This is an optimization exercise on Yosys and OpenROAD, whose aim is small area, a short achievable clock period and few clock cycles, not a production implementation.
Function was checked by simulation only, so behaviour that the tests miss may differ from the original.
Power is estimated from default activity; no workload was simulated.

## v56
// rgb_led_fade_blink_driver_core
module rgb_led_fade_blink_driver_core (
  input  logic        clk,
  input  logic        rst_n,
  input  logic        cfg_we,
  input  logic        cfg_wdata,    
  input  logic        in_tvalid,
  output logic        in_tready,
  input  logic [71:0] in_tdata,
  input  logic [2:0]  in_tuser,     
  output logic        out_tvalid,
  input  logic        out_tready,
  output logic [23:0] out_tdata,    
  output logic [1:0]  out_tuser     
);
  logic        busy_r;
  logic        fade_r;
  logic        sub_r;
  logic [15:0] acc_r;
  logic [15:0] dur_r;
  logic [7:0]  total_r;
  logic [7:0]  left_r;       
  logic [8:0]  xr_r;         
  logic [7:0]  rem_r;        
  logic [8:0]  d0_r;         
  logic [8:0]  d1_r;         
  logic        bit_r;        
  logic [2:0]  cnt_r;
  logic        dv_busy_r;    
  logic        ln_busy_r;    
  logic        in_busy_r;    
  logic [23:0] base_r;
  logic [23:0] e_r;
  logic [23:0] lo_r;
  logic [23:0] hi_r;
  logic        inv_r;
  logic        ov_r;
  logic [23:0] data_r;
  logic        pol_r;
  logic [1:0]  user_r;
  logic [23:0] in_rgb;
  ...
For scale: roughly 3100 cells after synthesis, roughly 220 flip-flops, roughly 110 I/O pins, ~0.021 mm² of cells after synthesis.
clock: 7.0 ns
lec_check: 0
abc_area: 1
cap_margin: 20
core_margin: 2
core_utilization: 40
setup_slack_margin: 3.1
slew_margin: 20
run.sh (not shown) runs the stock make flow with config.mk's settings and CLKGATE_MAP_FILE= SYNTH_SCRIPT=/design/flow/synth_recipe.tcl, a recipe that flattens the netlist after the stock synthesis.
The final layout from v56, which completed every stage, passed the timing, design-rule and antenna checks at the end of the flow.
Testbench counts of v56, summed over its fixed seeds: cycles 31,785.
Modified inputs, v45 compared to v56
- SETUP_SLACK_MARGIN now 3.4, was 3.1
- | final count of pins violating max slew | v56 vs v45 | ≈ equal |
- v56 -> v45: total of buffers placed on input and output ports delta 0, exact match
- Against v56, v45 comes in 0.0020 mm² higher on cell area.
- Final critical path time including I/O delays and setup (higher): v56
- v45 reports a lower period utilization than v56 does.
- Re relative contribution of the clock network to total power: v45 is 0.9 points down on v56.
- Against v56 as the reference, v45 delivers a higher power.
Edits applied to the flow inputs when going from v45 to v51:
- SETUP_SLACK_MARGIN: 3.4 -> unset
==> run notes <==
In the metrics for v45 and v51, the one carrying the higher amount of wire on met2 after detailed routing is v45. Diff v51..v45 | area of the die | unchanged. Going from v45 to v51, total power draw shrinks by 0.0021 W. The count of clock-buffer cells in the layout in v51 was lower than what v45 gave.
Inputs modified between v51 and v6:
- ABC_CLOCK_PERIOD_IN_PS: unset -> 4500
==> run notes <==
Status: area of all placed cells without fillers parity (v51, v6)
Die area: v6 vs v51, no meaningful difference
Number of non-clock inverters in the layout: v51 vs v6 identical
v51 -> v6: number of nets in the layout delta 0, exact match
[compare] base=v51 new=v6: count of unique library cells instantiated by Yosys was more or less identical; minimum period implied by the final worst setup slack held.


rgb_led_fade_blink_driver_core again, from the RTL that the note above started with.
## rgb_led_fade_blink_driver_core
module rgb_led_fade_blink_driver_core (
  input  logic        clk,
  input  logic        rst_n,
  input  logic        cfg_we,
  input  logic        cfg_wdata,    
  input  logic        in_tvalid,
  output logic        in_tready,
  input  logic [71:0] in_tdata,
  input  logic [2:0]  in_tuser,     
  output logic        out_tvalid,
  input  logic        out_tready,
  output logic [23:0] out_tdata,    
  output logic [1:0]  out_tuser     
);
  logic        busy_r;
  logic        fade_r;
  logic        sub_r;
  logic [15:0] acc_r;
  logic [15:0] dur_r;
  logic [7:0]  total_r;
  logic [7:0]  left_r;       
  logic [8:0]  xr_r;         
  logic [7:0]  rem_r;        
  logic [8:0]  d0_r;         
  logic [8:0]  d1_r;         
  logic        bit_r;        
  logic [2:0]  cnt_r;
  logic        dv_busy_r;    
  logic        ln_busy_r;    
  logic        in_busy_r;    
  logic [23:0] base_r;
  logic [23:0] e_r;
  logic [23:0] lo_r;
  logic [23:0] hi_r;
  logic        inv_r;
  logic        ov_r;
  logic [23:0] data_r;
  logic        pol_r;
  ...
export LEC_CHECK = 0
export ABC_AREA = 1
export CAP_MARGIN = 20
export CORE_MARGIN = 2
export CORE_UTILIZATION = 40
export SETUP_SLACK_MARGIN = 3.7
export SLEW_MARGIN = 20
create_clock -name core_clock -period 7.0 [get_ports {clk}]
The baseline ran to the end with no violations.
Testbench counts at the start, summed over its fixed seeds: cycles 31,785.
Change:
CORE_UTILIZATION = 55   (was 40)
SETUP_SLACK_MARGIN = 3.5   (was 3.7)
After rerunning: Register-to-register slack got worse by 0.10 ns; total power decreases by about 4%; via count increases by about 0.9%.
Change:
CORE_UTILIZATION = 40   (was 55)
SETUP_SLACK_MARGIN = 2.5   (was 3.5)
- wire length fell by a little under a tenth
- sequential share of layout area rose by 2.6 points
- synthesized area stays the same

port drivers added, routing unchanged:
The flow's constraints put no driver on any port. The routed layouts listed below were extracted and timed again, unchanged, in two steps.
Step 1: set_driving_cell puts a clkbuf_16 on clk and a buf_2 on each other input, an assumption about the parent block.
Step 2 adds t to the input delays and takes it off the output delays; t is the mean of the earliest and latest rising clock arrival at the registers after step 1. Input paths then give back, and output paths get back, about the clock's delay inside the block.
a / b / c = ideal ports / drivers / drivers and shift; a / b = the first two.
run	t, ns	slack for setup (ns)	clock arrival spread, ns	worst slew at a driven data input, ns	cell pins on the clock port's net
v56	0.607	3.210 / 3.152 / 2.679	0.019 / 0.019	0.13	1
v45	0.603	3.377 / 3.321 / 2.897	0.021 / 0.021	0.08	1
v51	0.608	2.022 / 2.022 / 1.740	0.015 / 0.014	0.13	1
v6	0.608	2.022 / 2.022 / 1.740	0.015 / 0.014	0.13	1
the first run of note 2	0.628	3.409 / 3.353 / 3.001	0.012 / 0.012	0.08	1
the second run of note 2	0.603	3.356 / 3.332 / 2.984	0.015 / 0.015	0.09	1
the third run of note 2	0.606	2.574 / 2.535 / 2.114	0.024 / 0.024	0.13	1
After both steps every run listed still meets setup and hold. The setup slack of v56, which loses most, moves by -0.058 ns with the drivers and by -0.531 ns with both steps.
